Background: an optimization exercise with open tools, aiming at small area, a short achievable clock period and few clock cycles per item. Do not read the settings as production practice.
Where RTL was checked, it was by simulation tests only, not by an equivalence proof against the original.
No functional check of the RTL was part of runs 2 and 3.
Power and IR drop assume default switching activity.

**design/flow/flow/run.sh**
```bash
#!/bin/bash
# The standard layout (standard.sh: unchanged synthesis and steps), with two changes:
# ports are buffered with buf_1 cells, and the resizer's setup repair aims for a margin.
set -e
export SETUP_SLACK_MARGIN=5.4
export BUFFER_PORTS_ARGS="-buffer_cell sky130_fd_sc_hd__buf_1"
bash standard.sh > standard_flow.log 2>&1
```
**design/flow/standard.sh**
```bash
#!/bin/bash
# synth_recipe.tcl (not shown) runs the flow's synth.tcl, then flattens the netlist and writes it again
# the make line also repeats each setting of config.mk as NAME=value (left out here)
make -C /OpenROAD-flow-scripts/flow DESIGN_CONFIG=/design/flow/config.mk WORK_HOME=/design/flow/orfs CLKGATE_MAP_FILE= SYNTH_SCRIPT=/design/flow/synth_recipe.tcl "${@:-finish}"
```
**design/flow/config.mk**
```make
export PLATFORM = sky130hd
export DESIGN_NAME = smult16_err_acc
export DESIGN_NICKNAME = smult16_err_acc
export VERILOG_FILES = /design/flow/design.v
export SDC_FILE = /design/flow/constraint.sdc
export NUM_CORES = 4
export LEC_CHECK = 0
export CAP_MARGIN = 20
export CORE_MARGIN = 2
export CORE_UTILIZATION = 40
export SLEW_MARGIN = 20
```
**design/flow/constraint.sdc**
```tcl
create_clock -name core_clock -period 8.5 [get_ports {clk}]
set_input_delay 1.7000 -clock core_clock [delete_from_list [all_inputs] [get_ports {clk}]]
set_output_delay 1.7000 -clock core_clock [all_outputs]
set_load 0.01 [all_outputs]
```
**design/flow/design.v**
```verilog
module smult16_err_acc #(
  parameter int WIDTH = 16,
  parameter int OUTW  = 32,
  parameter int CNTW  = 16,
  parameter int ACCW  = 48
) (
  input  logic              clk,
  input  logic              rst_n,
  input  logic              start,
  input  logic [CNTW-1:0]   num_samples,
  input  logic              in_valid,
  output logic              in_ready,
  input  logic [WIDTH-1:0]  op_a,
  input  logic [WIDTH-1:0]  op_b,
  input  logic [OUTW-1:0]   p_approx,
  output logic              busy,
  output logic              done,
  output logic [CNTW-1:0]   err_count,
  output logic [ACCW-1:0]   sum_err,
  output logic [ACCW-1:0]   sum_abs_err,
  output logic [OUTW:0]     max_abs_err,
  output logic              overflow
);
  logic             busy_q, done_q, rdy_q;
  logic [CNTW-1:0]  rem_q;           
  logic             l1_q, l2_q, l3_q, l4_q, l5_q;   
  logic             v1_q, v2_q;
  logic             clr_q;           
  logic             z_q;             
  wire go       = !busy_q && !done_q && start;
  wire accept   = rdy_q && in_valid;
  wire last_acc = accept && (rem_q == CNTW'(1));
  wire empty    = (num_samples == '0);
  always_ff @(posedge clk or negedge rst_n) begin
    if (!rst_n) begin
      busy_q <= 1'b0;
      done_q <= 1'b0;
      rdy_q  <= 1'b0;
      l1_q   <= 1'b0;
      l2_q   <= 1'b0;
      l3_q   <= 1'b0;
      l4_q   <= 1'b0;
      l5_q   <= 1'b0;
      v1_q   <= 1'b0;
      v2_q   <= 1'b0;
      clr_q  <= 1'b0;
      z_q    <= 1'b0;
    end else begin
      done_q <= l5_q || z_q;
      busy_q <= go || (busy_q && !l5_q && !z_q);
      z_q    <= go && empty;
      rdy_q  <= go ? !empty : (rdy_q && !last_acc);
      l1_q   <= last_acc;
      l2_q   <= l1_q;
      l3_q   <= l2_q;
      l4_q   <= l3_q;
      l5_q   <= l4_q;
      v1_q   <= accept;
      v2_q   <= v1_q;
      clr_q  <= go;
    end
  end
  always_ff @(posedge clk) begin
    if (go) rem_q <= num_samples;
    else if (accept) rem_q <= rem_q - CNTW'(1);
  end
  logic [15:0] a_q;
  logic [31:0] p_q;
  logic        pc19_q;
  logic [7:0]  bone, btwo, bneg;
  wire  [16:0] bx = {op_b, 1'b0};
  wire  [5:0]  p_mid = {1'b0, p_approx[18:14]} + {5'b0, ~op_b[15]};
  always_ff @(posedge clk) begin
    a_q    <= op_a;
    p_q    <= {p_approx[31:19], p_mid[4:0], p_approx[13:0]};
    pc19_q <= p_mid[5];
    for (int i = 0; i < 8; i++) begin
      bone[i] <= bx[2*i+1] ^ bx[2*i];
      btwo[i] <= (bx[2*i+2] & ~bx[2*i+1] & ~bx[2*i]) | (~bx[2*i+2] & bx[2*i+1] & bx[2*i]);
      bneg[i] <= ~bx[2*i+2];
    end
  end
  wire pp0_0 = (bone[0] & a_q[0]) ^ bneg[0];
  wire pp0_1 = ((bone[0] & a_q[1]) | (btwo[0] & a_q[0])) ^ bneg[0];
  wire pp0_2 = ((bone[0] & a_q[2]) | (btwo[0] & a_q[1])) ^ bneg[0];
  wire pp0_3 = ((bone[0] & a_q[3]) | (btwo[0] & a_q[2])) ^ bneg[0];
  wire pp0_4 = ((bone[0] & a_q[4]) | (btwo[0] & a_q[3])) ^ bneg[0];
  wire pp0_5 = ((bone[0] & a_q[5]) | (btwo[0] & a_q[4])) ^ bneg[0];
  wire pp0_6 = ((bone[0] & a_q[6]) | (btwo[0] & a_q[5])) ^ bneg[0];
  wire pp0_7 = ((bone[0] & a_q[7]) | (btwo[0] & a_q[6])) ^ bneg[0];
  wire pp0_8 = ((bone[0] & a_q[8]) | (btwo[0] & a_q[7])) ^ bneg[0];
  wire pp0_9 = ((bone[0] & a_q[9]) | (btwo[0] & a_q[8])) ^ bneg[0];
  wire pp0_10 = ((bone[0] & a_q[10]) | (btwo[0] & a_q[9])) ^ bneg[0];
  wire pp0_11 = ((bone[0] & a_q[11]) | (btwo[0] & a_q[10])) ^ bneg[0];
  wire pp0_12 = ((bone[0] & a_q[12]) | (btwo[0] & a_q[11])) ^ bneg[0];
  wire pp0_13 = ((bone[0] & a_q[13]) | (btwo[0] & a_q[12])) ^ bneg[0];
  wire pp0_14 = ((bone[0] & a_q[14]) | (btwo[0] & a_q[13])) ^ bneg[0];
  wire pp0_15 = ((bone[0] & a_q[15]) | (btwo[0] & a_q[14])) ^ bneg[0];
  wire pp0_16 = ((bone[0] | btwo[0]) & a_q[15]) ^ bneg[0];
  wire pp1_0 = (bone[1] & a_q[0]) ^ bneg[1];
  wire pp1_1 = ((bone[1] & a_q[1]) | (btwo[1] & a_q[0])) ^ bneg[1];
  wire pp1_2 = ((bone[1] & a_q[2]) | (btwo[1] & a_q[1])) ^ bneg[1];
  wire pp1_3 = ((bone[1] & a_q[3]) | (btwo[1] & a_q[2])) ^ bneg[1];
  wire pp1_4 = ((bone[1] & a_q[4]) | (btwo[1] & a_q[3])) ^ bneg[1];
  wire pp1_5 = ((bone[1] & a_q[5]) | (btwo[1] & a_q[4])) ^ bneg[1];
  wire pp1_6 = ((bone[1] & a_q[6]) | (btwo[1] & a_q[5])) ^ bneg[1];
  wire pp1_7 = ((bone[1] & a_q[7]) | (btwo[1] & a_q[6])) ^ bneg[1];
  wire pp1_8 = ((bone[1] & a_q[8]) | (btwo[1] & a_q[7])) ^ bneg[1];
  wire pp1_9 = ((bone[1] & a_q[9]) | (btwo[1] & a_q[8])) ^ bneg[1];
  wire pp1_10 = ((bone[1] & a_q[10]) | (btwo[1] & a_q[9])) ^ bneg[1];
  wire pp1_11 = ((bone[1] & a_q[11]) | (btwo[1] & a_q[10])) ^ bneg[1];
  wire pp1_12 = ((bone[1] & a_q[12]) | (btwo[1] & a_q[11])) ^ bneg[1];
  wire pp1_13 = ((bone[1] & a_q[13]) | (btwo[1] & a_q[12])) ^ bneg[1];
  wire pp1_14 = ((bone[1] & a_q[14]) | (btwo[1] & a_q[13])) ^ bneg[1];
  wire pp1_15 = ((bone[1] & a_q[15]) | (btwo[1] & a_q[14])) ^ bneg[1];
  wire pp1_16 = ((bone[1] | btwo[1]) & a_q[15]) ^ bneg[1];
  wire ppn1 = ~pp1_16;
  wire pp2_0 = (bone[2] & a_q[0]) ^ bneg[2];
  wire pp2_1 = ((bone[2] & a_q[1]) | (btwo[2] & a_q[0])) ^ bneg[2];
  wire pp2_2 = ((bone[2] & a_q[2]) | (btwo[2] & a_q[1])) ^ bneg[2];
  wire pp2_3 = ((bone[2] & a_q[3]) | (btwo[2] & a_q[2])) ^ bneg[2];
  wire pp2_4 = ((bone[2] & a_q[4]) | (btwo[2] & a_q[3])) ^ bneg[2];
  wire pp2_5 = ((bone[2] & a_q[5]) | (btwo[2] & a_q[4])) ^ bneg[2];
  wire pp2_6 = ((bone[2] & a_q[6]) | (btwo[2] & a_q[5])) ^ bneg[2];
  wire pp2_7 = ((bone[2] & a_q[7]) | (btwo[2] & a_q[6])) ^ bneg[2];
  wire pp2_8 = ((bone[2] & a_q[8]) | (btwo[2] & a_q[7])) ^ bneg[2];
  wire pp2_9 = ((bone[2] & a_q[9]) | (btwo[2] & a_q[8])) ^ bneg[2];
  wire pp2_10 = ((bone[2] & a_q[10]) | (btwo[2] & a_q[9])) ^ bneg[2];
  wire pp2_11 = ((bone[2] & a_q[11]) | (btwo[2] & a_q[10])) ^ bneg[2];
  wire pp2_12 = ((bone[2] & a_q[12]) | (btwo[2] & a_q[11])) ^ bneg[2];
  wire pp2_13 = ((bone[2] & a_q[13]) | (btwo[2] & a_q[12])) ^ bneg[2];
  wire pp2_14 = ((bone[2] & a_q[14]) | (btwo[2] & a_q[13])) ^ bneg[2];
  wire pp2_15 = ((bone[2] & a_q[15]) | (btwo[2] & a_q[14])) ^ bneg[2];
  wire pp2_16 = ((bone[2] | btwo[2]) & a_q[15]) ^ bneg[2];
  wire ppn2 = ~pp2_16;
  wire pp3_0 = (bone[3] & a_q[0]) ^ bneg[3];
  wire pp3_1 = ((bone[3] & a_q[1]) | (btwo[3] & a_q[0])) ^ bneg[3];
  wire pp3_2 = ((bone[3] & a_q[2]) | (btwo[3] & a_q[1])) ^ bneg[3];
  wire pp3_3 = ((bone[3] & a_q[3]) | (btwo[3] & a_q[2])) ^ bneg[3];
  wire pp3_4 = ((bone[3] & a_q[4]) | (btwo[3] & a_q[3])) ^ bneg[3];
  wire pp3_5 = ((bone[3] & a_q[5]) | (btwo[3] & a_q[4])) ^ bneg[3];
  wire pp3_6 = ((bone[3] & a_q[6]) | (btwo[3] & a_q[5])) ^ bneg[3];
  wire pp3_7 = ((bone[3] & a_q[7]) | (btwo[3] & a_q[6])) ^ bneg[3];
  wire pp3_8 = ((bone[3] & a_q[8]) | (btwo[3] & a_q[7])) ^ bneg[3];
  wire pp3_9 = ((bone[3] & a_q[9]) | (btwo[3] & a_q[8])) ^ bneg[3];
  wire pp3_10 = ((bone[3] & a_q[10]) | (btwo[3] & a_q[9])) ^ bneg[3];
  wire pp3_11 = ((bone[3] & a_q[11]) | (btwo[3] & a_q[10])) ^ bneg[3];
  wire pp3_12 = ((bone[3] & a_q[12]) | (btwo[3] & a_q[11])) ^ bneg[3];
  wire pp3_13 = ((bone[3] & a_q[13]) | (btwo[3] & a_q[12])) ^ bneg[3];
  wire pp3_14 = ((bone[3] & a_q[14]) | (btwo[3] & a_q[13])) ^ bneg[3];
  wire pp3_15 = ((bone[3] & a_q[15]) | (btwo[3] & a_q[14])) ^ bneg[3];
  wire pp3_16 = ((bone[3] | btwo[3]) & a_q[15]) ^ bneg[3];
  wire ppn3 = ~pp3_16;
  wire pp4_0 = (bone[4] & a_q[0]) ^ bneg[4];
  wire pp4_1 = ((bone[4] & a_q[1]) | (btwo[4] & a_q[0])) ^ bneg[4];
  wire pp4_2 = ((bone[4] & a_q[2]) | (btwo[4] & a_q[1])) ^ bneg[4];
  wire pp4_3 = ((bone[4] & a_q[3]) | (btwo[4] & a_q[2])) ^ bneg[4];
  wire pp4_4 = ((bone[4] & a_q[4]) | (btwo[4] & a_q[3])) ^ bneg[4];
  wire pp4_5 = ((bone[4] & a_q[5]) | (btwo[4] & a_q[4])) ^ bneg[4];
  wire pp4_6 = ((bone[4] & a_q[6]) | (btwo[4] & a_q[5])) ^ bneg[4];
  wire pp4_7 = ((bone[4] & a_q[7]) | (btwo[4] & a_q[6])) ^ bneg[4];
  wire pp4_8 = ((bone[4] & a_q[8]) | (btwo[4] & a_q[7])) ^ bneg[4];
  wire pp4_9 = ((bone[4] & a_q[9]) | (btwo[4] & a_q[8])) ^ bneg[4];
  wire pp4_10 = ((bone[4] & a_q[10]) | (btwo[4] & a_q[9])) ^ bneg[4];
  wire pp4_11 = ((bone[4] & a_q[11]) | (btwo[4] & a_q[10])) ^ bneg[4];
  wire pp4_12 = ((bone[4] & a_q[12]) | (btwo[4] & a_q[11])) ^ bneg[4];
  wire pp4_13 = ((bone[4] & a_q[13]) | (btwo[4] & a_q[12])) ^ bneg[4];
  wire pp4_14 = ((bone[4] & a_q[14]) | (btwo[4] & a_q[13])) ^ bneg[4];
  wire pp4_15 = ((bone[4] & a_q[15]) | (btwo[4] & a_q[14])) ^ bneg[4];
  wire pp4_16 = ((bone[4] | btwo[4]) & a_q[15]) ^ bneg[4];
  wire ppn4 = ~pp4_16;
  wire pp5_0 = (bone[5] & a_q[0]) ^ bneg[5];
  wire pp5_1 = ((bone[5] & a_q[1]) | (btwo[5] & a_q[0])) ^ bneg[5];
  wire pp5_2 = ((bone[5] & a_q[2]) | (btwo[5] & a_q[1])) ^ bneg[5];
  wire pp5_3 = ((bone[5] & a_q[3]) | (btwo[5] & a_q[2])) ^ bneg[5];
  wire pp5_4 = ((bone[5] & a_q[4]) | (btwo[5] & a_q[3])) ^ bneg[5];
  wire pp5_5 = ((bone[5] & a_q[5]) | (btwo[5] & a_q[4])) ^ bneg[5];
  wire pp5_6 = ((bone[5] & a_q[6]) | (btwo[5] & a_q[5])) ^ bneg[5];
  wire pp5_7 = ((bone[5] & a_q[7]) | (btwo[5] & a_q[6])) ^ bneg[5];
  wire pp5_8 = ((bone[5] & a_q[8]) | (btwo[5] & a_q[7])) ^ bneg[5];
  wire pp5_9 = ((bone[5] & a_q[9]) | (btwo[5] & a_q[8])) ^ bneg[5];
  wire pp5_10 = ((bone[5] & a_q[10]) | (btwo[5] & a_q[9])) ^ bneg[5];
  wire pp5_11 = ((bone[5] & a_q[11]) | (btwo[5] & a_q[10])) ^ bneg[5];
  wire pp5_12 = ((bone[5] & a_q[12]) | (btwo[5] & a_q[11])) ^ bneg[5];
  wire pp5_13 = ((bone[5] & a_q[13]) | (btwo[5] & a_q[12])) ^ bneg[5];
  wire pp5_14 = ((bone[5] & a_q[14]) | (btwo[5] & a_q[13])) ^ bneg[5];
  wire pp5_15 = ((bone[5] & a_q[15]) | (btwo[5] & a_q[14])) ^ bneg[5];
  wire pp5_16 = ((bone[5] | btwo[5]) & a_q[15]) ^ bneg[5];
  wire ppn5 = ~pp5_16;
  wire pp6_0 = (bone[6] & a_q[0]) ^ bneg[6];
  wire pp6_1 = ((bone[6] & a_q[1]) | (btwo[6] & a_q[0])) ^ bneg[6];
  wire pp6_2 = ((bone[6] & a_q[2]) | (btwo[6] & a_q[1])) ^ bneg[6];
  wire pp6_3 = ((bone[6] & a_q[3]) | (btwo[6] & a_q[2])) ^ bneg[6];
  wire pp6_4 = ((bone[6] & a_q[4]) | (btwo[6] & a_q[3])) ^ bneg[6];
  wire pp6_5 = ((bone[6] & a_q[5]) | (btwo[6] & a_q[4])) ^ bneg[6];
  wire pp6_6 = ((bone[6] & a_q[6]) | (btwo[6] & a_q[5])) ^ bneg[6];
  wire pp6_7 = ((bone[6] & a_q[7]) | (btwo[6] & a_q[6])) ^ bneg[6];
  wire pp6_8 = ((bone[6] & a_q[8]) | (btwo[6] & a_q[7])) ^ bneg[6];
  wire pp6_9 = ((bone[6] & a_q[9]) | (btwo[6] & a_q[8])) ^ bneg[6];
  wire pp6_10 = ((bone[6] & a_q[10]) | (btwo[6] & a_q[9])) ^ bneg[6];
  wire pp6_11 = ((bone[6] & a_q[11]) | (btwo[6] & a_q[10])) ^ bneg[6];
  wire pp6_12 = ((bone[6] & a_q[12]) | (btwo[6] & a_q[11])) ^ bneg[6];
  wire pp6_13 = ((bone[6] & a_q[13]) | (btwo[6] & a_q[12])) ^ bneg[6];
  wire pp6_14 = ((bone[6] & a_q[14]) | (btwo[6] & a_q[13])) ^ bneg[6];
  wire pp6_15 = ((bone[6] & a_q[15]) | (btwo[6] & a_q[14])) ^ bneg[6];
  wire pp6_16 = ((bone[6] | btwo[6]) & a_q[15]) ^ bneg[6];
  wire ppn6 = ~pp6_16;
  wire pp7_0 = (bone[7] & a_q[0]) ^ bneg[7];
  wire pp7_1 = ((bone[7] & a_q[1]) | (btwo[7] & a_q[0])) ^ bneg[7];
  wire pp7_2 = ((bone[7] & a_q[2]) | (btwo[7] & a_q[1])) ^ bneg[7];
  wire pp7_3 = ((bone[7] & a_q[3]) | (btwo[7] & a_q[2])) ^ bneg[7];
  wire pp7_4 = ((bone[7] & a_q[4]) | (btwo[7] & a_q[3])) ^ bneg[7];
  wire pp7_5 = ((bone[7] & a_q[5]) | (btwo[7] & a_q[4])) ^ bneg[7];
  wire pp7_6 = ((bone[7] & a_q[6]) | (btwo[7] & a_q[5])) ^ bneg[7];
  wire pp7_7 = ((bone[7] & a_q[7]) | (btwo[7] & a_q[6])) ^ bneg[7];
  wire pp7_8 = ((bone[7] & a_q[8]) | (btwo[7] & a_q[7])) ^ bneg[7];
  wire pp7_9 = ((bone[7] & a_q[9]) | (btwo[7] & a_q[8])) ^ bneg[7];
  wire pp7_10 = ((bone[7] & a_q[10]) | (btwo[7] & a_q[9])) ^ bneg[7];
  wire pp7_11 = ((bone[7] & a_q[11]) | (btwo[7] & a_q[10])) ^ bneg[7];
  wire pp7_12 = ((bone[7] & a_q[12]) | (btwo[7] & a_q[11])) ^ bneg[7];
  wire pp7_13 = ((bone[7] & a_q[13]) | (btwo[7] & a_q[12])) ^ bneg[7];
  wire pp7_14 = ((bone[7] & a_q[14]) | (btwo[7] & a_q[13])) ^ bneg[7];
  wire pp7_15 = ((bone[7] & a_q[15]) | (btwo[7] & a_q[14])) ^ bneg[7];
  wire pp7_16 = ((bone[7] | btwo[7]) & a_q[15]) ^ bneg[7];
  wire ppn7 = ~pp7_16;
  wire ppn0 = ~pp0_16;
  wire pn31 = ~p_q[31];
  wire s1 = bneg[4] ^ p_q[8];
  wire c2 = bneg[4] & p_q[8];
  wire s3 = p_q[9] ^ pp0_9;
  wire c4 = p_q[9] & pp0_9;
  wire s5 = bneg[5] ^ p_q[10] ^ pp0_10;
  wire c6 = (bneg[5] & p_q[10]) | (pp0_10 & (bneg[5] ^ p_q[10]));
  wire s7 = pp1_8 ^ pp2_6;
  wire c8 = pp1_8 & pp2_6;
  wire s9 = p_q[11] ^ pp0_11 ^ pp1_9;
  wire c10 = (p_q[11] & pp0_11) | (pp1_9 & (p_q[11] ^ pp0_11));
  wire s11 = pp2_7 ^ pp3_5;
  wire c12 = pp2_7 & pp3_5;
  wire s13 = bneg[6] ^ p_q[12] ^ pp0_12;
  wire c14 = (bneg[6] & p_q[12]) | (pp0_12 & (bneg[6] ^ p_q[12]));
  wire s15 = pp1_10 ^ pp2_8 ^ pp3_6;
  wire c16 = (pp1_10 & pp2_8) | (pp3_6 & (pp1_10 ^ pp2_8));
  wire s17 = pp4_4 ^ pp5_2;
  wire c18 = pp4_4 & pp5_2;
  wire s19 = p_q[13] ^ pp0_13 ^ pp1_11;
  wire c20 = (p_q[13] & pp0_13) | (pp1_11 & (p_q[13] ^ pp0_13));
  wire s21 = pp2_9 ^ pp3_7 ^ pp4_5;
  wire c22 = (pp2_9 & pp3_7) | (pp4_5 & (pp2_9 ^ pp3_7));
  wire s23 = pp5_3 ^ pp6_1;
  wire c24 = pp5_3 & pp6_1;
  wire s25 = p_q[14] ^ pp0_14 ^ pp1_12;
  wire c26 = (p_q[14] & pp0_14) | (pp1_12 & (p_q[14] ^ pp0_14));
  wire s27 = pp2_10 ^ pp3_8 ^ pp4_6;
  wire c28 = (pp2_10 & pp3_8) | (pp4_6 & (pp2_10 ^ pp3_8));
  wire s29 = pp5_4 ^ pp6_2 ^ pp7_0;
  wire c30 = (pp5_4 & pp6_2) | (pp7_0 & (pp5_4 ^ pp6_2));
  wire s31 = p_q[15] ^ pp0_15 ^ pp1_13;
  wire c32 = (p_q[15] & pp0_15) | (pp1_13 & (p_q[15] ^ pp0_15));
  wire s33 = pp2_11 ^ pp3_9 ^ pp4_7;
  wire c34 = (pp2_11 & pp3_9) | (pp4_7 & (pp2_11 ^ pp3_9));
  wire s35 = pp5_5 ^ pp6_3 ^ pp7_1;
  wire c36 = (pp5_5 & pp6_3) | (pp7_1 & (pp5_5 ^ pp6_3));
  wire s37 = p_q[16] ^ pp1_14 ^ pp2_12;
  wire c38 = (p_q[16] & pp1_14) | (pp2_12 & (p_q[16] ^ pp1_14));
  wire s39 = pp3_10 ^ pp4_8 ^ pp5_6;
  wire c40 = (pp3_10 & pp4_8) | (pp5_6 & (pp3_10 ^ pp4_8));
  wire s41 = pp6_4 ^ pp7_2 ^ pp0_16;
  wire c42 = (pp6_4 & pp7_2) | (pp0_16 & (pp6_4 ^ pp7_2));
  wire s43 = p_q[17] ^ pp1_15 ^ pp2_13;
  wire c44 = (p_q[17] & pp1_15) | (pp2_13 & (p_q[17] ^ pp1_15));
  wire s45 = pp3_11 ^ pp4_9 ^ pp5_7;
  wire c46 = (pp3_11 & pp4_9) | (pp5_7 & (pp3_11 ^ pp4_9));
  wire s47 = pp6_5 ^ pp7_3 ^ pp0_16;
  wire c48 = (pp6_5 & pp7_3) | (pp0_16 & (pp6_5 ^ pp7_3));
  wire s49 = p_q[18] ^ pp2_14 ^ pp3_12;
  wire c50 = (p_q[18] & pp2_14) | (pp3_12 & (p_q[18] ^ pp2_14));
  wire s51 = pp4_10 ^ pp5_8 ^ pp6_6;
  wire c52 = (pp4_10 & pp5_8) | (pp6_6 & (pp4_10 ^ pp5_8));
  wire s53 = pp7_4 ^ ppn1 ^ ppn0;
  wire c54 = (pp7_4 & ppn1) | (ppn0 & (pp7_4 ^ ppn1));
  wire s55 = ~(p_q[19] ^ pc19_q);
  wire c56 = p_q[19] | pc19_q;
  wire s57 = pp2_15 ^ pp3_13 ^ pp4_11;
  wire c58 = (pp2_15 & pp3_13) | (pp4_11 & (pp2_15 ^ pp3_13));
  wire s59 = pp5_9 ^ pp6_7 ^ pp7_5;
  wire c60 = (pp5_9 & pp6_7) | (pp7_5 & (pp5_9 ^ pp6_7));
  wire s61 = p_q[20] ^ pp3_14 ^ pp4_12;
  wire c62 = (p_q[20] & pp3_14) | (pp4_12 & (p_q[20] ^ pp3_14));
  wire s63 = pp5_10 ^ pp6_8 ^ pp7_6;
  wire c64 = (pp5_10 & pp6_8) | (pp7_6 & (pp5_10 ^ pp6_8));
  wire s65 = ~(p_q[21] ^ pp3_15);
  wire c66 = p_q[21] | pp3_15;
  wire s67 = pp4_13 ^ pp5_11;
  wire c68 = pp4_13 & pp5_11;
  wire s69 = p_q[22] ^ pp4_14 ^ pp5_12;
  wire c70 = (p_q[22] & pp4_14) | (pp5_12 & (p_q[22] ^ pp4_14));
  wire s71 = ~p_q[23];
  wire s73 = bneg[2] ^ p_q[4];
  wire c74 = bneg[2] & p_q[4];
  wire s75 = p_q[5] ^ pp0_5;
  wire c76 = p_q[5] & pp0_5;
  wire s77 = bneg[3] ^ p_q[6] ^ pp0_6;
  wire c78 = (bneg[3] & p_q[6]) | (pp0_6 & (bneg[3] ^ p_q[6]));
  wire s79 = pp1_4 ^ pp2_2;
  wire c80 = pp1_4 & pp2_2;
  wire s81 = p_q[7] ^ pp0_7 ^ pp1_5;
  wire c82 = (p_q[7] & pp0_7) | (pp1_5 & (p_q[7] ^ pp0_7));
  wire s83 = pp2_3 ^ pp3_1;
  wire c84 = pp2_3 & pp3_1;
  wire s85 = s1 ^ pp0_8 ^ pp1_6;
  wire c86 = (s1 & pp0_8) | (pp1_6 & (s1 ^ pp0_8));
  wire s87 = pp2_4 ^ pp3_2 ^ pp4_0;
  wire c88 = (pp2_4 & pp3_2) | (pp4_0 & (pp2_4 ^ pp3_2));
  wire s89 = c2 ^ pp1_7 ^ pp2_5;
  wire c90 = (c2 & pp1_7) | (pp2_5 & (c2 ^ pp1_7));
  wire s91 = pp3_3 ^ pp4_1 ^ s3;
  wire c92 = (pp3_3 & pp4_1) | (s3 & (pp3_3 ^ pp4_1));
  wire s93 = pp3_4 ^ pp4_2 ^ pp5_0;
  wire c94 = (pp3_4 & pp4_2) | (pp5_0 & (pp3_4 ^ pp4_2));
  wire s95 = c4 ^ s7 ^ s5;
  wire c96 = (c4 & s7) | (s5 & (c4 ^ s7));
  wire s97 = pp4_3 ^ pp5_1 ^ c8;
  wire c98 = (pp4_3 & pp5_1) | (c8 & (pp4_3 ^ pp5_1));
  wire s99 = s11 ^ c6 ^ s9;
  wire c100 = (s11 & c6) | (s9 & (s11 ^ c6));
  wire s101 = pp6_0 ^ c12 ^ s17;
  wire c102 = (pp6_0 & c12) | (s17 & (pp6_0 ^ c12));
  wire s103 = c10 ^ s13 ^ s15;
  wire c104 = (c10 & s13) | (s15 & (c10 ^ s13));
  wire s105 = c18 ^ s23 ^ c14;
  wire c106 = (c18 & s23) | (c14 & (c18 ^ s23));
  wire s107 = c16 ^ s19 ^ s21;
  wire c108 = (c16 & s19) | (s21 & (c16 ^ s19));
  wire s109 = c24 ^ c20 ^ c22;
  wire c110 = (c24 & c20) | (c22 & (c24 ^ c20));
  wire s111 = s25 ^ s27 ^ s29;
  wire c112 = (s25 & s27) | (s29 & (s25 ^ s27));
  wire s113 = c26 ^ c28 ^ c30;
  wire c114 = (c26 & c28) | (c30 & (c26 ^ c28));
  wire s115 = s31 ^ s33 ^ s35;
  wire c116 = (s31 & s33) | (s35 & (s31 ^ s33));
  wire s117 = c32 ^ c34 ^ c36;
  wire c118 = (c32 & c34) | (c36 & (c32 ^ c34));
  wire s119 = s37 ^ s39 ^ s41;
  wire c120 = (s37 & s39) | (s41 & (s37 ^ s39));
  wire s121 = c38 ^ c40 ^ c42;
  wire c122 = (c38 & c40) | (c42 & (c38 ^ c40));
  wire s123 = s43 ^ s45 ^ s47;
  wire c124 = (s43 & s45) | (s47 & (s43 ^ s45));
  wire s125 = c44 ^ c46 ^ c48;
  wire c126 = (c44 & c46) | (c48 & (c44 ^ c46));
  wire s127 = s49 ^ s51 ^ s53;
  wire c128 = (s49 & s51) | (s53 & (s49 ^ s51));
  wire s129 = s55 ^ c50 ^ c52;
  wire c130 = (s55 & c50) | (c52 & (s55 ^ c50));
  wire s131 = c54 ^ s57 ^ s59;
  wire c132 = (c54 & s57) | (s59 & (c54 ^ s57));
  wire s133 = c56 ^ ppn2 ^ c58;
  wire c134 = (c56 & ppn2) | (c58 & (c56 ^ ppn2));
  wire s135 = c60 ^ s61 ^ s63;
  wire c136 = (c60 & s61) | (s63 & (c60 ^ s61));
  wire s137 = pp6_9 ^ pp7_7 ^ s65;
  wire c138 = (pp6_9 & pp7_7) | (s65 & (pp6_9 ^ pp7_7));
  wire s139 = s67 ^ c62 ^ c64;
  wire c140 = (s67 & c62) | (c64 & (s67 ^ c62));
  wire s141 = pp6_10 ^ pp7_8 ^ ppn3;
  wire c142 = (pp6_10 & pp7_8) | (ppn3 & (pp6_10 ^ pp7_8));
  wire s143 = c66 ^ c68 ^ s69;
  wire c144 = (c66 & c68) | (s69 & (c66 ^ c68));
  wire s145 = s71 ^ pp4_15 ^ pp5_13;
  wire c146 = (s71 & pp4_15) | (pp5_13 & (s71 ^ pp4_15));
  wire s147 = pp6_11 ^ pp7_9 ^ c70;
  wire c148 = (pp6_11 & pp7_9) | (c70 & (pp6_11 ^ pp7_9));
  wire s149 = p_q[23] ^ p_q[24] ^ pp5_14;
  wire c150 = (p_q[23] & p_q[24]) | (pp5_14 & (p_q[23] ^ p_q[24]));
  wire s151 = pp6_12 ^ pp7_10 ^ ppn4;
  wire c152 = (pp6_12 & pp7_10) | (ppn4 & (pp6_12 ^ pp7_10));
  wire s153 = ~(p_q[25] ^ pp5_15);
  wire c154 = p_q[25] | pp5_15;
  wire s155 = pp6_13 ^ pp7_11;
  wire c156 = pp6_13 & pp7_11;
  wire s157 = p_q[26] ^ pp6_14 ^ pp7_12;
  wire c158 = (p_q[26] & pp6_14) | (pp7_12 & (p_q[26] ^ pp6_14));
  wire s159 = ~p_q[27];
  wire s161 = bneg[1] ^ p_q[2];
  wire c162 = bneg[1] & p_q[2];
  wire s163 = p_q[3] ^ pp0_3;
  wire c164 = p_q[3] & pp0_3;
  wire s165 = s73 ^ pp0_4 ^ pp1_2;
  wire c166 = (s73 & pp0_4) | (pp1_2 & (s73 ^ pp0_4));
  wire s167 = c74 ^ pp1_3 ^ pp2_1;
  wire c168 = (c74 & pp1_3) | (pp2_1 & (c74 ^ pp1_3));
  wire s169 = pp3_0 ^ c76 ^ s79;
  wire c170 = (pp3_0 & c76) | (s79 & (pp3_0 ^ c76));
  wire s171 = c80 ^ s83 ^ c78;
  wire c172 = (c80 & s83) | (c78 & (c80 ^ s83));
  wire s173 = c84 ^ c82 ^ s85;
  wire c174 = (c84 & c82) | (s85 & (c84 ^ c82));
  wire s175 = c86 ^ c88 ^ s89;
  wire c176 = (c86 & c88) | (s89 & (c86 ^ c88));
  wire s177 = c90 ^ s93 ^ c92;
  wire c178 = (c90 & s93) | (c92 & (c90 ^ s93));
  wire s179 = c94 ^ s97 ^ c96;
  wire c180 = (c94 & s97) | (c96 & (c94 ^ s97));
  wire s181 = c98 ^ s101 ^ c100;
  wire c182 = (c98 & s101) | (c100 & (c98 ^ s101));
  wire s183 = c102 ^ s105 ^ c104;
  wire c184 = (c102 & s105) | (c104 & (c102 ^ s105));
  wire s185 = c106 ^ s109 ^ c108;
  wire c186 = (c106 & s109) | (c108 & (c106 ^ s109));
  wire s187 = c110 ^ s113 ^ c112;
  wire c188 = (c110 & s113) | (c112 & (c110 ^ s113));
  wire s189 = c114 ^ s117 ^ c116;
  wire c190 = (c114 & s117) | (c116 & (c114 ^ s117));
  wire s191 = c118 ^ s121 ^ c120;
  wire c192 = (c118 & s121) | (c120 & (c118 ^ s121));
  wire s193 = c122 ^ s125 ^ c124;
  wire c194 = (c122 & s125) | (c124 & (c122 ^ s125));
  wire s195 = c126 ^ s129 ^ c128;
  wire c196 = (c126 & s129) | (c128 & (c126 ^ s129));
  wire s197 = c130 ^ s133 ^ c132;
  wire c198 = (c130 & s133) | (c132 & (c130 ^ s133));
  wire s199 = s137 ^ c134 ^ s139;
  wire c200 = (s137 & c134) | (s139 & (s137 ^ c134));
  wire s201 = s141 ^ c138 ^ c140;
  wire c202 = (s141 & c138) | (c140 & (s141 ^ c138));
  wire s203 = c142 ^ s145 ^ s147;
  wire c204 = (c142 & s145) | (s147 & (c142 ^ s145));
  wire s205 = c146 ^ s149 ^ s151;
  wire c206 = (c146 & s149) | (s151 & (c146 ^ s149));
  wire s207 = s153 ^ s155 ^ c150;
  wire c208 = (s153 & s155) | (c150 & (s153 ^ s155));
  wire s209 = ppn5 ^ c154 ^ c156;
  wire c210 = (ppn5 & c154) | (c156 & (ppn5 ^ c154));
  wire s211 = s159 ^ pp6_15 ^ pp7_13;
  wire c212 = (s159 & pp6_15) | (pp7_13 & (s159 ^ pp6_15));
  wire s213 = p_q[27] ^ p_q[28] ^ pp7_14;
  wire c214 = (p_q[27] & p_q[28]) | (pp7_14 & (p_q[27] ^ p_q[28]));
  wire s215 = ~p_q[29];
  wire s217 = bneg[0] ^ p_q[0];
  wire c218 = bneg[0] & p_q[0];
  wire s219 = p_q[1] ^ pp0_1;
  wire c220 = p_q[1] & pp0_1;
  wire s221 = s161 ^ pp0_2 ^ pp1_0;
  wire c222 = (s161 & pp0_2) | (pp1_0 & (s161 ^ pp0_2));
  wire s223 = c162 ^ pp1_1 ^ s163;
  wire c224 = (c162 & pp1_1) | (s163 & (c162 ^ pp1_1));
  wire s225 = pp2_0 ^ c164 ^ s165;
  wire c226 = (pp2_0 & c164) | (s165 & (pp2_0 ^ c164));
  wire s227 = s75 ^ c166 ^ s167;
  wire c228 = (s75 & c166) | (s167 & (s75 ^ c166));
  wire s229 = c168 ^ s77 ^ s169;
  wire c230 = (c168 & s77) | (s169 & (c168 ^ s77));
  wire s231 = s81 ^ c170 ^ s171;
  wire c232 = (s81 & c170) | (s171 & (s81 ^ c170));
  wire s233 = s87 ^ c172 ^ s173;
  wire c234 = (s87 & c172) | (s173 & (s87 ^ c172));
  wire s235 = s91 ^ c174 ^ s175;
  wire c236 = (s91 & c174) | (s175 & (s91 ^ c174));
  wire s237 = c176 ^ s95 ^ s177;
  wire c238 = (c176 & s95) | (s177 & (c176 ^ s95));
  wire s239 = s99 ^ c178 ^ s179;
  wire c240 = (s99 & c178) | (s179 & (s99 ^ c178));
  wire s241 = s103 ^ c180 ^ s181;
  wire c242 = (s103 & c180) | (s181 & (s103 ^ c180));
  wire s243 = s107 ^ c182 ^ s183;
  wire c244 = (s107 & c182) | (s183 & (s107 ^ c182));
  wire s245 = s111 ^ c184 ^ s185;
  wire c246 = (s111 & c184) | (s185 & (s111 ^ c184));
  wire s247 = s115 ^ c186 ^ s187;
  wire c248 = (s115 & c186) | (s187 & (s115 ^ c186));
  wire s249 = s119 ^ c188 ^ s189;
  wire c250 = (s119 & c188) | (s189 & (s119 ^ c188));
  wire s251 = s123 ^ c190 ^ s191;
  wire c252 = (s123 & c190) | (s191 & (s123 ^ c190));
  wire s253 = s127 ^ c192 ^ s193;
  wire c254 = (s127 & c192) | (s193 & (s127 ^ c192));
  wire s255 = s131 ^ c194 ^ s195;
  wire c256 = (s131 & c194) | (s195 & (s131 ^ c194));
  wire s257 = s135 ^ c196 ^ s197;
  wire c258 = (s135 & c196) | (s197 & (s135 ^ c196));
  wire s259 = c136 ^ c198 ^ s199;
  wire c260 = (c136 & c198) | (s199 & (c136 ^ c198));
  wire s261 = s143 ^ c200 ^ s201;
  wire c262 = (s143 & c200) | (s201 & (s143 ^ c200));
  wire s263 = c144 ^ c202 ^ s203;
  wire c264 = (c144 & c202) | (s203 & (c144 ^ c202));
  wire s265 = c148 ^ s205 ^ c204;
  wire c266 = (c148 & s205) | (c204 & (c148 ^ s205));
  wire s267 = c152 ^ s207 ^ c206;
  wire c268 = (c152 & s207) | (c206 & (c152 ^ s207));
  wire s269 = s157 ^ s209 ^ c208;
  wire c270 = (s157 & s209) | (c208 & (s157 ^ s209));
  wire s271 = c158 ^ s211 ^ c210;
  wire c272 = (c158 & s211) | (c210 & (c158 ^ s211));
  wire s273 = ppn6 ^ c212 ^ s213;
  wire c274 = (ppn6 & c212) | (s213 & (ppn6 ^ c212));
  wire s275 = s215 ^ pp7_15 ^ c214;
  wire c276 = (s215 & pp7_15) | (c214 & (s215 ^ pp7_15));
  wire s277 = p_q[29] ^ p_q[30] ^ ppn7;
  wire c278 = (p_q[29] & p_q[30]) | (ppn7 & (p_q[29] ^ p_q[30]));
  wire [32:0] row0 = {1'b1, c278, c276, c274, c272, c270, c268, c266, c264, c262, c260, c258, c256, c254, c252, c250, c248, c246, c244, c242, c240, c238, c236, c234, c232, c230, c228, c226, c224, c222, c220, c218, s217};
  wire [32:0] row1 = {1'b0, pn31, s277, s275, s273, s271, s269, s267, s265, s263, s261, s259, s257, s255, s253, s251, s249, s247, s245, s243, s241, s239, s237, s235, s233, s231, s229, s227, s225, s223, s221, s219, pp0_0};
  logic [32:0] r0_q, r1_q;
  always_ff @(posedge clk) begin
    r0_q <= row0;
    r1_q <= row1;
  end
  wire [32:0] d  = r0_q + r1_q;
  wire        ds = d[32];
  wire [31:0] dx = d[31:0] ^ {32{ds}};
  logic [31:0] x_q;
  logic        s_q;
  always_ff @(posedge clk or negedge rst_n) begin
    if (!rst_n) begin
      x_q <= '0;
      s_q <= 1'b0;
    end else begin
      x_q <= v2_q ? dx : '0;
      s_q <= v2_q & ds;
    end
  end
  logic [CNTW-1:0] cnt_q;
  logic [15:0]     el_q, em_q, eh_q;      
  logic [15:0]     al_q, am_q, ah_q;      
  logic [31:0]     max_q;
  logic            ovf_q;
  logic            ecl_q, ecm_q;          
  logic            acl_q, acm_q;          
  logic [15:0]     dm_q;                  
  logic            sm_q, sh_q;            
  wire [CNTW-1:0] cnt_f = clr_q ? '0 : cnt_q;
  wire [15:0]     el_f  = clr_q ? '0 : el_q;
  wire [15:0]     em_f  = clr_q ? '0 : em_q;
  wire [15:0]     eh_f  = clr_q ? '0 : eh_q;
  wire [15:0]     al_f  = clr_q ? '0 : al_q;
  wire [15:0]     am_f  = clr_q ? '0 : am_q;
  wire [15:0]     ah_f  = clr_q ? '0 : ah_q;
  wire [31:0]     max_f = clr_q ? '0 : max_q;
  wire            ovf_f = clr_q ? 1'b0 : ovf_q;
  wire [31:0] dd    = x_q ^ {32{s_q}};                        
  wire [16:0] el_n  = {1'b0, el_f} + {1'b0, dd[15:0]};
  wire [16:0] em_n  = {1'b0, em_f} + {1'b0, dm_q} + {16'b0, ecl_q};
  wire [15:0] eh_n  = eh_f + {16{sh_q}} + {15'b0, ecm_q};
  wire        wrap  = (eh_f[15] == sh_q) && (eh_n[15] != sh_q);
  wire [17:0] al_n  = {1'b0, al_f, 1'b1} + {1'b0, x_q[15:0], s_q};   
  wire [16:0] am_n  = {1'b0, am_f} + {1'b0, x_q[31:16]} + {16'b0, acl_q};
  wire [15:0] ah_n  = ah_f + {15'b0, acm_q};
  wire [32:0] cmp   = {1'b0, x_q} + {1'b0, ~max_f} + {32'b0, s_q};    
  wire [31:0] absd  = x_q + {31'b0, s_q};
  wire        nz    = s_q | (|x_q);
  always_ff @(posedge clk or negedge rst_n) begin
    if (!rst_n) begin
      cnt_q <= '0;
      el_q  <= '0;
      em_q  <= '0;
      eh_q  <= '0;
      al_q  <= '0;
      am_q  <= '0;
      ah_q  <= '0;
      max_q <= '0;
      ovf_q <= 1'b0;
      ecl_q <= 1'b0;
      ecm_q <= 1'b0;
      acl_q <= 1'b0;
      acm_q <= 1'b0;
      dm_q  <= '0;
      sm_q  <= 1'b0;
      sh_q  <= 1'b0;
    end else begin
      cnt_q <= cnt_f + CNTW'(nz);
      el_q  <= el_n[15:0];
      ecl_q <= el_n[16];
      dm_q  <= dd[31:16];
      sm_q  <= s_q;
      em_q  <= em_n[15:0];
      ecm_q <= em_n[16];
      sh_q  <= sm_q;
      eh_q  <= eh_n;
      ovf_q <= ovf_f | wrap;
      al_q  <= al_n[16:1];
      acl_q <= al_n[17];
      am_q  <= am_n[15:0];
      acm_q <= am_n[16];
      ah_q  <= ah_n;
      max_q <= cmp[32] ? absd : max_f;
    end
  end
  assign in_ready    = rdy_q;
  assign busy        = busy_q;
  assign done        = done_q;
  assign err_count   = cnt_q;
  assign sum_err     = {eh_q, em_q, el_q};
  assign sum_abs_err = {ah_q, am_q, al_q};
  assign max_abs_err = {1'b0, max_q};
  assign overflow    = ovf_q;
endmodule
```
==> results.cfg, run 1 <==
[status]
status = complete, no violations

[critical_path]
crit_fanout = 4
start_kind = flop
worstSetupEndpointType = flop
crit_type = flop to flop
reg2reg_slack_ns = 5.41
timing.rr.start = clr_q
critPathRequiredTime_ns = 9.01
r2r-end = eh_q[14]
cp.arrival_ns = 3.59
reg2reg_depth = 13

[cells_and_area]
fin_nets = 2945
antenna-diode-count = 0
fin_cells = 3374
finalInstanceArea_um2 = 28060
drive_gt1_share_pct = 12.26
syn_to_final_growth_pct = 18.60
final_util_pct = 47.72
fill_cells = 5456

[global_route]
track_usage_pct = 19.65
gr-total-overflow = 0
first_global_vias = 17930
antenna_found_initial = 0
grt_pass1_wl_mm = 96.03
grt_max_degree = 139

[synth]
synth_top_area_share_pct = 22.43
synth_top_family_by_area = adder cells
ys_async_sr_fraction_pct = 58.08
netlist_instances = 2334
ys_top_cells_by_area = dfrtp_1 (22%), dfxtp_1 (12%), fa_1 (11%), ha_1 (8.9%), xnor2_1 (7.9%)
synthMuxAreaShare_pct = 1.402
synth.avg_cell_area_um2 = 10.14
yosys_warnings = 1
synth.distinct_cells = 74
synth_seq_cells = 365
synth_edf_count = 16
yosys.area_share.simple_pct = 12.09
synth_ff_type = dfrtp_1
synthesis.nets = 2713
synthAdderAreaFrac_pct = 19.60
yosysTopAreaCell = dfrtp_1
netlist_area_um2 = 23660
synth_seq_area_share_pct = 36.05
synth_xor_area_share_pct = 13.65
synth-compound-area-share_pct = 12.03

[hold_path]
min_path_type = flop to flop
whs_path_depth = 0
hold-path-endpoint = l4_q
hp-start = l3_q

[power]
p_leak_nw = 13.04
powerDensity_nw_per_um2 = 238.2
ir_drop_uv = 160.8

[clock_network]
cts_root_buf = clkbuf_16
cts_sinks = 365
clkLatencyLatePin_ns = 0.60
cts_hold_buf = 0
tritoncts = yes
cts_buffers = 44
path_clk_slew_ns = 0.06
clockBufferDepth = 3
ctsHtreeMaxLevel = 2

[timing]
finalHoldViolCount = 0
tns_ns = 0
tightest_slew_ns = 0.8092
skew_ns = 0.02628
period_needed_ns = 3.087
rsz0062_at_grt = true
slew_violations = 0
max_freq_mhz = 323.9
setup_viol = 0
slew_headroom_pct = 46.00
post-route-period-util_pct = 36.32

[placement]
dp_cells = 3224
hpwl_mm = 42.87
numPortBuffers = 231
routabilityCongestion = 0.9013
placed_area_um2 = 25080

[routing]
wirelength_mm = 61.61
detail_route.iter0.violations = 984
routed-via-count = 17460
drtPass1Iterations = 5
wl_per_cell_um = 18.26
ant_nets = 0
drc_errors = 0
viasPerCell = 5.175

[floorplan]
die_area_um2 = 61100
ios = 233
coreArea_um2 = 58800
die_w_um = 247.2
start_util_pct = 40.23
rows = 89
dieHeight_um = 247.2

[run]
cap_viol_max_count = 0
-- routing by layer --
metal,global-route usage [%],share of wire [%],routed length [um]
met3,3.169,5.5,3412
met4,6.622,3.0,1869
met2,33.50,48,29810
met5,0,0,0
met1,25.29,43,26510
-- layout make-up --
class / count / area [um2] / share of cell area, %
multi-input combinational: 1666 / 14550 / 51.86
sequential: 365 / 8651 / 30.83
timing repair buffer: 308 / 1747 / 6.225
clock buffer: 65 / 1271 / 4.531
tap: 773 / 967.2 / 3.447
inverter: 181 / 691.9 / 2.466
clock inverter: 16 / 180.2 / 0.6422
-- report_power, final --
part	leakage, nW	internal, mW	switching (mW)
combinational	8.02	1.28	1.47
clock	0.711	1.11	0.778
sequential	4.31	1.92	0.120
-- cells in the mapped netlist, types with 8 or more instances --
cell,number
edfxtp_1,16
a31oi_1,8
nand2b_1,48
a21o_1,47
a21oi_1,87
xnor2_1,214
nand3_1,58
o21ai_0,75
nand4_1,20
mux2i_1,32
nor4_1,17
fa_1,126
o21a_1,10
or3_1,18
dfrtp_1,212
nor2b_1,98
and3_1,19
nor3_1,31
a22oi_1,120
clkbuf_1,107
ha_1,169
a211oi_1,8
nand2_1,91
nor2_1,116
xor2_1,144
inv_1,180
dfxtp_1,137
o21bai_1,12
-- kinds of logic (layout without fill, tap and decap cells) --
| group | count (synthesis) | in the layout |
|---|---|---|
| compound gates | 424 | 424 |
| other cells | 1 | 1 |
| mux | 33 | 33 |
| buf+inv | 303 | 570 |
| xor+xnor | 362 | 362 |
| simple gates | 551 | 551 |
| flops | 365 | 365 |
| fa+ha+maj | 295 | 295 |
-- registers in the layout, summed over array words and instances, names as in the netlist, 32 cells and up --
signal / count
r1_q: 32
x_q: 32
r0_q: 32
max_q: 32
p_q: 32
-- how the worst max path moves through the flow --
stage / to / start / cells past startpoint / slack [ns]
finish: eh_q[14] / clr_q / 13 / 5.41
CTS: em_q[14] / clr_q / 14 / 5.34
detailed placement: max_q[11] / clr_q / 13 / 4.35
global route: eh_q[14] / clr_q / 13 / 5.26
global placement: max_q[1] / clr_q / 13 / 4.44
floorplan: ovf_q / clr_q / 14 / 5.34
-- placed cells by master, fill, tap and decap left out, drive strengths merged, types with 31 or more instances in the layout --
cell	Yosys	layout
buf	15	301
xnor2	214	214
dfrtp	212	212
inv	180	183
ha	169	169
xor2	144	144
dfxtp	137	137
fa	126	126
a22oi	120	120
nor2	116	116
nor2b	98	98
nand2	91	91
a21oi	87	87
o21ai	78	78
clkbuf	107	69
nand3	58	58
nand2b	48	48
a21o	47	47
mux2i	32	32
nor3	31	31
-- critical path, stage by stage, from the launching register on --
cell	delay, ns
dfrtp_4	0.44
buf_12	0.14
nor2b_1	0.07
fa_2	0.41
fa_2	0.40
a21o_1	0.18
a21oi_2	0.17
o21bai_2	0.11
a211o_1	0.31
nand3_2	0.08
nand4_1	0.12
a31o_2	0.24
a21oi_2	0.15
xnor2_1	0.15
-- per-stage QoR --
step / power [mW] / setup WS (ns) / hold slack [ns]
after global routing: 7.210 / 5.263 / 0.3657
after detailed placement: 4.688 / 4.349 / 0.3426
after global placement: 4.650 / 4.443 / 0.3322
after CTS: 6.719 / 5.340 / 0.3478
after floorplan: 4.164 / 5.336 / 0.3312
final: 6.683 / 5.413 / 0.3467
-- timing repair --
action | 4_1_cts | 5_1_grt
setup endpoints to repair | 141 | 97
cloned | 5 | 3
gates resized for setup | 129 | 96
setup buffers | 39 | 22
pin swaps | 44 | 61
Testbench counts, summed over its fixed seeds: cycles 24,785, items 24,113.
==> run 2, diff against run 1 <==
--- a/design/flow/design.v
+++ b/design/flow/design.v
@@ -23,7 +23,7 @@
 );
   logic             busy_q, done_q, rdy_q;
   logic [CNTW-1:0]  rem_q;           
-  logic             l1_q, l2_q, l3_q, l4_q, l5_q;   
+  logic             l1_q, l2_q, l3_q;   
   logic             v1_q, v2_q;
   logic             clr_q;           
   logic             z_q;             
@@ -39,22 +39,18 @@
       l1_q   <= 1'b0;
       l2_q   <= 1'b0;
       l3_q   <= 1'b0;
-      l4_q   <= 1'b0;
-      l5_q   <= 1'b0;
       v1_q   <= 1'b0;
       v2_q   <= 1'b0;
       clr_q  <= 1'b0;
       z_q    <= 1'b0;
     end else begin
-      done_q <= l5_q || z_q;
-      busy_q <= go || (busy_q && !l5_q && !z_q);
+      done_q <= l3_q || z_q;
+      busy_q <= go || (busy_q && !l3_q && !z_q);
       z_q    <= go && empty;
       rdy_q  <= go ? !empty : (rdy_q && !last_acc);
       l1_q   <= last_acc;
       l2_q   <= l1_q;
       l3_q   <= l2_q;
-      l4_q   <= l3_q;
-      l5_q   <= l4_q;
       v1_q   <= accept;
       v2_q   <= v1_q;
       clr_q  <= go;
@@ -509,90 +505,52 @@
   end
   wire [32:0] d  = r0_q + r1_q;
   wire        ds = d[32];
-  wire [31:0] dx = d[31:0] ^ {32{ds}};
-  logic [31:0] x_q;
-  logic        s_q;
+  wire [32:0] nd = -d;
+  wire [31:0] du = ds ? nd[31:0] : d[31:0];    
+  logic [32:0] d_q;
+  logic [31:0] u_q;
   always_ff @(posedge clk or negedge rst_n) begin
     if (!rst_n) begin
-      x_q <= '0;
-      s_q <= 1'b0;
+      d_q <= '0;
+      u_q <= '0;
     end else begin
-      x_q <= v2_q ? dx : '0;
-      s_q <= v2_q & ds;
+      d_q <= v2_q ? d : '0;
+      u_q <= v2_q ? du : '0;
     end
   end
   logic [CNTW-1:0] cnt_q;
-  logic [15:0]     el_q, em_q, eh_q;      
-  logic [15:0]     al_q, am_q, ah_q;      
+  logic [ACCW-1:0] sum_q, abs_q;
   logic [31:0]     max_q;
   logic            ovf_q;
-  logic            ecl_q, ecm_q;          
-  logic            acl_q, acm_q;          
-  logic [15:0]     dm_q;                  
-  logic            sm_q, sh_q;            
   wire [CNTW-1:0] cnt_f = clr_q ? '0 : cnt_q;
-  wire [15:0]     el_f  = clr_q ? '0 : el_q;
-  wire [15:0]     em_f  = clr_q ? '0 : em_q;
-  wire [15:0]     eh_f  = clr_q ? '0 : eh_q;
-  wire [15:0]     al_f  = clr_q ? '0 : al_q;
-  wire [15:0]     am_f  = clr_q ? '0 : am_q;
-  wire [15:0]     ah_f  = clr_q ? '0 : ah_q;
+  wire [ACCW-1:0] sum_f = clr_q ? '0 : sum_q;
+  wire [ACCW-1:0] abs_f = clr_q ? '0 : abs_q;
   wire [31:0]     max_f = clr_q ? '0 : max_q;
   wire            ovf_f = clr_q ? 1'b0 : ovf_q;
-  wire [31:0] dd    = x_q ^ {32{s_q}};                        
-  wire [16:0] el_n  = {1'b0, el_f} + {1'b0, dd[15:0]};
-  wire [16:0] em_n  = {1'b0, em_f} + {1'b0, dm_q} + {16'b0, ecl_q};
-  wire [15:0] eh_n  = eh_f + {16{sh_q}} + {15'b0, ecm_q};
-  wire        wrap  = (eh_f[15] == sh_q) && (eh_n[15] != sh_q);
-  wire [17:0] al_n  = {1'b0, al_f, 1'b1} + {1'b0, x_q[15:0], s_q};   
-  wire [16:0] am_n  = {1'b0, am_f} + {1'b0, x_q[31:16]} + {16'b0, acl_q};
-  wire [15:0] ah_n  = ah_f + {15'b0, acm_q};
-  wire [32:0] cmp   = {1'b0, x_q} + {1'b0, ~max_f} + {32'b0, s_q};    
-  wire [31:0] absd  = x_q + {31'b0, s_q};
-  wire        nz    = s_q | (|x_q);
+  wire            s       = d_q[32];
+  wire [ACCW-1:0] sum_nxt = sum_f + {{(ACCW-33){s}}, d_q};
+  wire            wrap    = (sum_f[ACCW-1] == s) && (sum_nxt[ACCW-1] != s);
   always_ff @(posedge clk or negedge rst_n) begin
     if (!rst_n) begin
       cnt_q <= '0;
-      el_q  <= '0;
-      em_q  <= '0;
-      eh_q  <= '0;
-      al_q  <= '0;
-      am_q  <= '0;
-      ah_q  <= '0;
+      sum_q <= '0;
+      abs_q <= '0;
       max_q <= '0;
       ovf_q <= 1'b0;
-      ecl_q <= 1'b0;
-      ecm_q <= 1'b0;
-      acl_q <= 1'b0;
-      acm_q <= 1'b0;
-      dm_q  <= '0;
-      sm_q  <= 1'b0;
-      sh_q  <= 1'b0;
     end else begin
-      cnt_q <= cnt_f + CNTW'(nz);
-      el_q  <= el_n[15:0];
-      ecl_q <= el_n[16];
-      dm_q  <= dd[31:16];
-      sm_q  <= s_q;
-      em_q  <= em_n[15:0];
-      ecm_q <= em_n[16];
-      sh_q  <= sm_q;
-      eh_q  <= eh_n;
+      cnt_q <= cnt_f + CNTW'(|u_q);
+      sum_q <= sum_nxt;
+      abs_q <= abs_f + {{(ACCW-32){1'b0}}, u_q};
+      max_q <= (u_q > max_f) ? u_q : max_f;
       ovf_q <= ovf_f | wrap;
-      al_q  <= al_n[16:1];
-      acl_q <= al_n[17];
-      am_q  <= am_n[15:0];
-      acm_q <= am_n[16];
-      ah_q  <= ah_n;
-      max_q <= cmp[32] ? absd : max_f;
     end
   end
   assign in_ready    = rdy_q;
   assign busy        = busy_q;
   assign done        = done_q;
   assign err_count   = cnt_q;
-  assign sum_err     = {eh_q, em_q, el_q};
-  assign sum_abs_err = {ah_q, am_q, al_q};
+  assign sum_err     = sum_q;
+  assign sum_abs_err = abs_q;
   assign max_abs_err = {1'b0, max_q};
   assign overflow    = ovf_q;
 endmodule
==> design/flow/flow/run.sh (replaced) <==
#!/bin/bash
set -e
export SETUP_SLACK_MARGIN=${SETUP_SLACK_MARGIN:-5.6}
export BUFFER_PORTS_ARGS="-buffer_cell sky130_fd_sc_hd__buf_2"
bash standard.sh > standard_flow.log 2>&1
==> run 2 against run 1 <==
Compared with the run above: combinational power is 57% higher; routed wire length rose by 27%; power is 25% higher; still clean on timing, DRC and antenna; sequential share of layout area fell by 5.2 points; critical path type unchanged; area after synthesis increased by 6.3%; via count rose by 24%; worst hold slack better by 0.0031 ns; largest power group unchanged; design area increased by 23%; cell count grew 17%.
==> results.cfg, run 2 <==
[placement]
dp_cells = 3554
routabilityCongestion = 0.9105
numPortBuffers = 231
hpwl_mm = 50.51

[global_route]
track_usage_pct = 22.18
grt_max_degree = 85
grt_pass1_wl_mm = 114.5
antenna_found_initial = 0
gr-total-overflow = 0
first_global_vias = 21250

[cells_and_area]
fill_cells = 5320
fin_cells = 3963
drive_gt1_share_pct = 36.66
largestRegisters = abs_q x48, sum_q x48
regArea_um2 = 8860
multi_input_area_um2 = 17840
layout_common_cells = buf_4 (229), buf_2 (228), dfrtp_1 (215), inv_1 (188), xnor2_1 (169)
antenna-diode-count = 0
fin_nets = 3466
final_common_cell = buf_4
syn_to_final_growth_pct = 37.22

[timing]
post-route-period-util_pct = 42.32
rsz0062_at_grt = true
slew_violations = 0
finalHoldViolCount = 0
tightest_slew_ns = 0.9907
slew_headroom_pct = 33.88
max_freq_mhz = 278.0
setup_viol = 0
skew_ns = 0.03737
tns_ns = 0
period_needed_ns = 3.597

[synth]
netlist_area_um2 = 25140
ys_async_sr_fraction_pct = 58.87
yosys_warnings = 1
synthesis.nets = 2991
synth-compound-area-share_pct = 16.09
ys_top_cells_by_area = dfrtp_1 (22%), dfxtp_1 (11%), fa_1 (9.6%), ha_1 (8.4%), xnor2_1 (6.8%)
synth_seq_area_share_pct = 34.62
synthMuxAreaShare_pct = 1.612
netlist_instances = 2618
synth_common_cells = dfrtp_1 (219), inv_1 (214), xnor2_1 (195)
synthAdderAreaFrac_pct = 17.96
synth_xor_area_share_pct = 10.21
yosysTopAreaCell = dfrtp_1
yosys.area_share.simple_pct = 14.15
synth_ff_type = dfrtp_1
synth_edf_count = 16
synth_most_common_cell = dfrtp_1
synth_top_family_by_area = adder cells
synth.avg_cell_area_um2 = 9.604
synth_top_area_share_pct = 21.80
synth_seq_cells = 372
synth.distinct_cells = 88

[floorplan]
coreArea_um2 = 61940
rows = 91
dieHeight_um = 254.7
die_w_um = 254.7
start_util_pct = 40.59
ios = 233
die_area_um2 = 64880

[routing]
viasPerCell = 5.447
detail_route.iter0.violations = 1599
wl_per_cell_um = 19.80
ant_nets = 0
wirelength_mm = 78.47
drc_errors = 0
routed-via-count = 21590
drtPass1Iterations = 6

[power]
seq_power_share_pct = 24.8
p_int_mw = 4.959
pwr-share-clk_pct = 23.3
switching_power_mw = 3.378
powerDensity_nw_per_um2 = 241.6
ir_drop_uv = 167.3
switching_share_pct = 40.52
p_leak_nw = 15.92
p_comb_share_pct = 51.9

[clock_network]
cts_buffers = 45
clkLatencyLatePin_ns = 0.59
clockBufferDepth = 3
cts_sinks = 372
tritoncts = yes
cts_hold_buf = 0
path_clk_slew_ns = 0.06
cts_root_buf = clkbuf_16
ctsHtreeMaxLevel = 2

[critical_path]
cp-startpoint = clr_q
critPathRequiredTime_ns = 9.01
cp.arrival_ns = 4.11
crit_type = flop to flop
timing.rr.start = clr_q
worstSetupEndpointType = flop
crit_fanout = 8
start_kind = flop

[status]
status = complete, no violations

[run]
cap_viol_max_count = 0

[hold_path]
hp-start = l2_q
min_path_type = flop to flop
==> run 2: routing by layer <==
layer  up-vias  part of all wire (%)  track usage (%)
li1      10010                     -                -
met1     10620                    41            28.48
met2       751                    49            37.96
met3       204                   5.8            3.470
met4         0                   3.9            7.619
met5         -                     0                0
==> run 2: metrics by stage <==
step                      setup WS (ns)  hold WS, ns  util, %  power [mW]  instance area (um2)
after floorplan                   5.143       0.3312        -       4.697                25620
after global placement            4.231       0.3377    43.76       5.393                27100
final                             4.903       0.3498    55.70       8.337                34500
after CTS                         4.863       0.3521    51.01       7.691                31590
after detailed placement          4.109       0.3395    43.77       5.442                27110
after global routing              4.768       0.3680    55.70       8.929                34500
==> run 2: power groups by stage <==
stage          registers [mW]  logic, mW  clock network (mW)
2_1_floorplan            2.03       2.67                   0
3_3_place_gp             2.11       3.28                   0
3_5_place_dp             2.11       3.33                   0
4_1_cts                  2.07       3.63                1.99
5_1_grt                  2.08       4.78                2.06
6_report                 2.07       4.33                1.94
==> run 2: layout make-up <==
class / instances / share of cell area [%]
Timing Repair Buffer: 562 / 12.86
Timing Repair inverter: 1 / 0.02176
Tap cell: 837 / 3.035
Inverter: 215 / 2.379
Sequential cell: 372 / 25.68
Multi-Input combinational cell: 1896 / 51.72
Clock buffer: 62 / 3.717
Clock inverter: 18 / 0.5875
==> run 2: what timing repair did <==
action                                  in CTS  in global routing
hold endpoints to repair                     0                  0
endpoints found under the setup margin     209                195
setup buffers                              151                163
gates cloned                                11                  4
resized for setup                          377                368
pin swaps                                  149                198
==> run 2: cells by family (layout without fill, tap and decap cells) <==
group / Yosys count / count (layout)
multiplexers: 40 / 40
flip-flops: 372 / 372
adder cells (fa/ha/maj): 289 / 289
other: 1 / 1
AND/OR/NAND/NOR: 666 / 666
XOR/XNOR: 293 / 293
AO/OA/AOI/OAI: 604 / 607
buffers and inverters: 353 / 858
==> run 2: worst paths after layout <==
path,endpoint,slack (ns),cells past startpoint
worst max-delay path,abs_q[41],4.90,16
worst min-delay path,l3_q,0.35,0
worst max register to register,abs_q[41],4.90,16
worst min register to register,l3_q,0.35,0
max in group asynchronous,abs_q[44],5.88,2
min in group asynchronous,max_q[9],1.11,1
==> run 2: worst max-delay path, stage by stage (launching register included) <==
cell,delay (ns)
dfrtp_4,0.50
buf_12,0.14
buf_6,0.11
buf_6,0.12
buf_16,0.15
buf_8,0.14
nor2b_4,0.15
ha_4,0.19
and3_2,0.28
nand3_1,0.18
a21oi_2,0.20
o21ai_4,0.09
a311oi_4,0.30
a21oi_2,0.12
o211a_4,0.28
or4_4,0.43
a21oi_2,0.13
==> run 3, diff against run 2 <==
==> design/flow/run.sh (new file) <==
#!/bin/bash
# synth_recipe.tcl (not shown) runs the flow's synth.tcl, then flattens the netlist and writes it again
# the make line also repeats each setting of config.mk as NAME=value (left out here)
make -C /OpenROAD-flow-scripts/flow DESIGN_CONFIG=/design/flow/config.mk WORK_HOME=/design/flow/orfs CLKGATE_MAP_FILE= SYNTH_SCRIPT=/design/flow/synth_recipe.tcl finish
--- a/design/flow/config.mk
+++ b/design/flow/config.mk
@@ -8,4 +8,5 @@
 export CAP_MARGIN = 20
 export CORE_MARGIN = 2
 export CORE_UTILIZATION = 40
+export SETUP_SLACK_MARGIN = 5
 export SLEW_MARGIN = 20
removed: design/flow/flow/run.sh
removed: design/flow/standard.sh
==> run 3 against run 2 <==
Compared with the run above: first-iteration DRC count down 15%; synthesized cell count unchanged; worst setup slack better by 0.031 ns; still clean; global-route usage down 0.90 points; critical path depth down 2; highest routed layer unchanged; clock power up 4%; combinational power down 15%.
==> results.cfg, run 3 <==
[status]
status = complete, no violations

[routing]
drc_errors = 0
routed-via-count = 19950
ant_nets = 0
wirelength_mm = 70.72
wl_per_cell_um = 19.05
viasPerCell = 5.372
drtPass1Iterations = 5
detail_route.iter0.violations = 1352

[critical_path]
crit_slowest_cell = or4_1
slowest_delay_ns = 0.48
r2r-end = u_q[31]
timing.rr.start = r1_q[0]
reg2reg_depth = 14
worstSetupEndpointType = flop
crit_chain = ha_4, fa_2, a21o_1, a221oi_4, buf_4, nor3_4, nor3b_4, xnor2_2, or3_4, nor4b_4, buf_4, nand2_2, or4_1, nand4b_1
cp.arrival_ns = 4.05
reg2reg_slack_ns = 4.93
cp_common_cell = buf_4
start_kind = flop
crit_fanout = 3
crit_type = flop to flop
critPathRequiredTime_ns = 8.99

[cells_and_area]
finalInstanceArea_um2 = 31280
largestRegisters = abs_q x48, sum_q x48
syn_to_final_growth_pct = 24.39
layout_common_cells = clkdlybuf4s50_1 (230), dfrtp_1 (218), inv_1 (212), xnor2_1 (192), ha_1 (153)
final_util_pct = 50.49
fin_nets = 3212
final_common_cell = clkdlybuf4s50_1
drive_gt1_share_pct = 11.62

[synth]
synth_common_cells = dfrtp_1 (219), inv_1 (214), xnor2_1 (195)
synth-compound-area-share_pct = 16.09
synth_most_common_cell = dfrtp_1
synth_seq_area_share_pct = 34.62
synthAdderAreaFrac_pct = 17.96
synth.avg_cell_area_um2 = 9.604
synth_top_area_share_pct = 21.80
synthesis.nets = 2991
synth_top_family_by_area = adder cells
yosys_warnings = 1
synthMuxAreaShare_pct = 1.612
ys_top_cells_by_area = dfrtp_1 (22%), dfxtp_1 (11%), fa_1 (9.6%), ha_1 (8.4%), xnor2_1 (6.8%)
ys_async_sr_fraction_pct = 58.87
yosys.area_share.simple_pct = 14.15
synth_edf_count = 16
netlist_area_um2 = 25140
synth_ff_type = dfrtp_1
synth_xor_area_share_pct = 10.21
netlist_instances = 2618
yosysTopAreaCell = dfrtp_1
synth.distinct_cells = 88
synth_seq_cells = 372

[placement]
hpwl_mm = 51.15
placed_area_um2 = 28060
numPortBuffers = 231
routabilityCongestion = 0.9242

[clock_network]
clkLatencyLatePin_ns = 0.59
cts_sinks = 372
cts_root_buf = clkbuf_16
ctsHtreeMaxLevel = 2
cts_hold_buf = 0
clockBufferDepth = 3
tritoncts = yes
cts_buffers = 44
path_clk_slew_ns = 0.06

[floorplan]
die_area_um2 = 64880
ios = 233
coreArea_um2 = 61940
rows = 91
start_util_pct = 40.59
die_w_um = 254.7
dieHeight_um = 254.7

[timing]
hold_ws_ns = 0.3546
tns_ns = 0
period_needed_ns = 3.566
finalHoldViolCount = 0
slew_headroom_pct = 28.31
max_freq_mhz = 280.4
rsz0062_at_grt = true
setup_viol = 0
slew_violations = 0
skew_ns = 0.04349
post-route-period-util_pct = 41.95
tightest_slew_ns = 1.064

[global_route]
gr-total-overflow = 0
first_global_vias = 20200
antenna_found_initial = 0
track_usage_pct = 21.28
grt_pass1_wl_mm = 109.7
grt_max_degree = 98

[power]
ir_drop_uv = 159.8
powerDensity_nw_per_um2 = 248.1
p_leak_nw = 13.97
p_total_mw = 7.760

[hold_path]
min_path_type = flop to flop
whs_path_depth = 0
hp-start = l1_q
hold-path-endpoint = l2_q

[run]
cap_viol_max_count = 0
==> run 3: critical path: cells and delay by family, from the launching register on <==
family	cells	cell delay, ns
and+or+nand+nor	7	1.63
adders and majority gates	2	0.53
AOI/OAI and AO/OA	2	0.52
buffers and inverters	2	0.34
DFF	1	0.33
xor gates and xnor gates	1	0.12
==> run 3: area by class of cell <==
| type | instances | area (um2) |
|---|---|---|
| well taps | 837 | 1047 |
| repair buffers | 313 | 3124 |
| clock inverters | 22 | 310.3 |
| inverters | 215 | 814.5 |
| fillers | 5652 | 30660 |
| diodes | 1 | 2.502 |
| clock buffers | 60 | 1254 |
| flip-flops and latches | 372 | 8728 |
| multi-input cells | 1893 | 15990 |
==> run 3: cell families (layout without fill, tap and decap cells) <==
| logic type | count (synthesis) | after routing |
|---|---|---|
| AND/OR/NAND/NOR | 666 | 666 |
| other | 1 | 2 |
| adder cells (fa/ha/maj) | 289 | 289 |
| multiplexers | 40 | 40 |
| buffers and inverters | 353 | 610 |
| flip-flops | 372 | 372 |
| XOR/XNOR | 293 | 293 |
| AO/OA/AOI/OAI | 604 | 604 |
==> run 3: what timing repair did <==
item                       CTS  global route
setup endpoints to repair  135            92
pin swaps                   35            55
gates resized for setup     72           138
buffers inserted            46            25
cloned                       1             3
==> run 3: worst max path at each step <==
| stage | startpoint | end |
|---|---|---|
| 2_1_floorplan | clr_q | abs_q[44] |
| 3_5_place_dp | clr_q | abs_q[33] |
| 4_1_cts | r1_q[0] | u_q[31] |
| 5_1_grt | r0_q[10] | u_q[31] |
| 3_3_place_gp | clr_q | sum_q[44] |
| 6_report | r1_q[0] | u_q[31] |
==> run 3: metrics by stage <==
step	std cells	setup slack (ns)
2_1_floorplan	2618	4.969
3_3_place_gp	3555	4.061
3_5_place_dp	3555	4.026
4_1_cts	3684	4.868
5_1_grt	3712	4.770
6_report	3713	4.934
==> run 3: report_power, final <==
group / switching, mW / internal, mW / leakage, nW
clock: 0.767 / 1.25 / 0.764
combinational: 2.15 / 1.51 / 8.89
sequential: 0.122 / 1.96 / 4.32
==> run 3: per-layer routing <==
layer	part of all wire (%)	track usage, %
met1	43	27.70
met2	49	36.32
met3	5.5	3.021
met4	2.4	7.068
met5	0	0
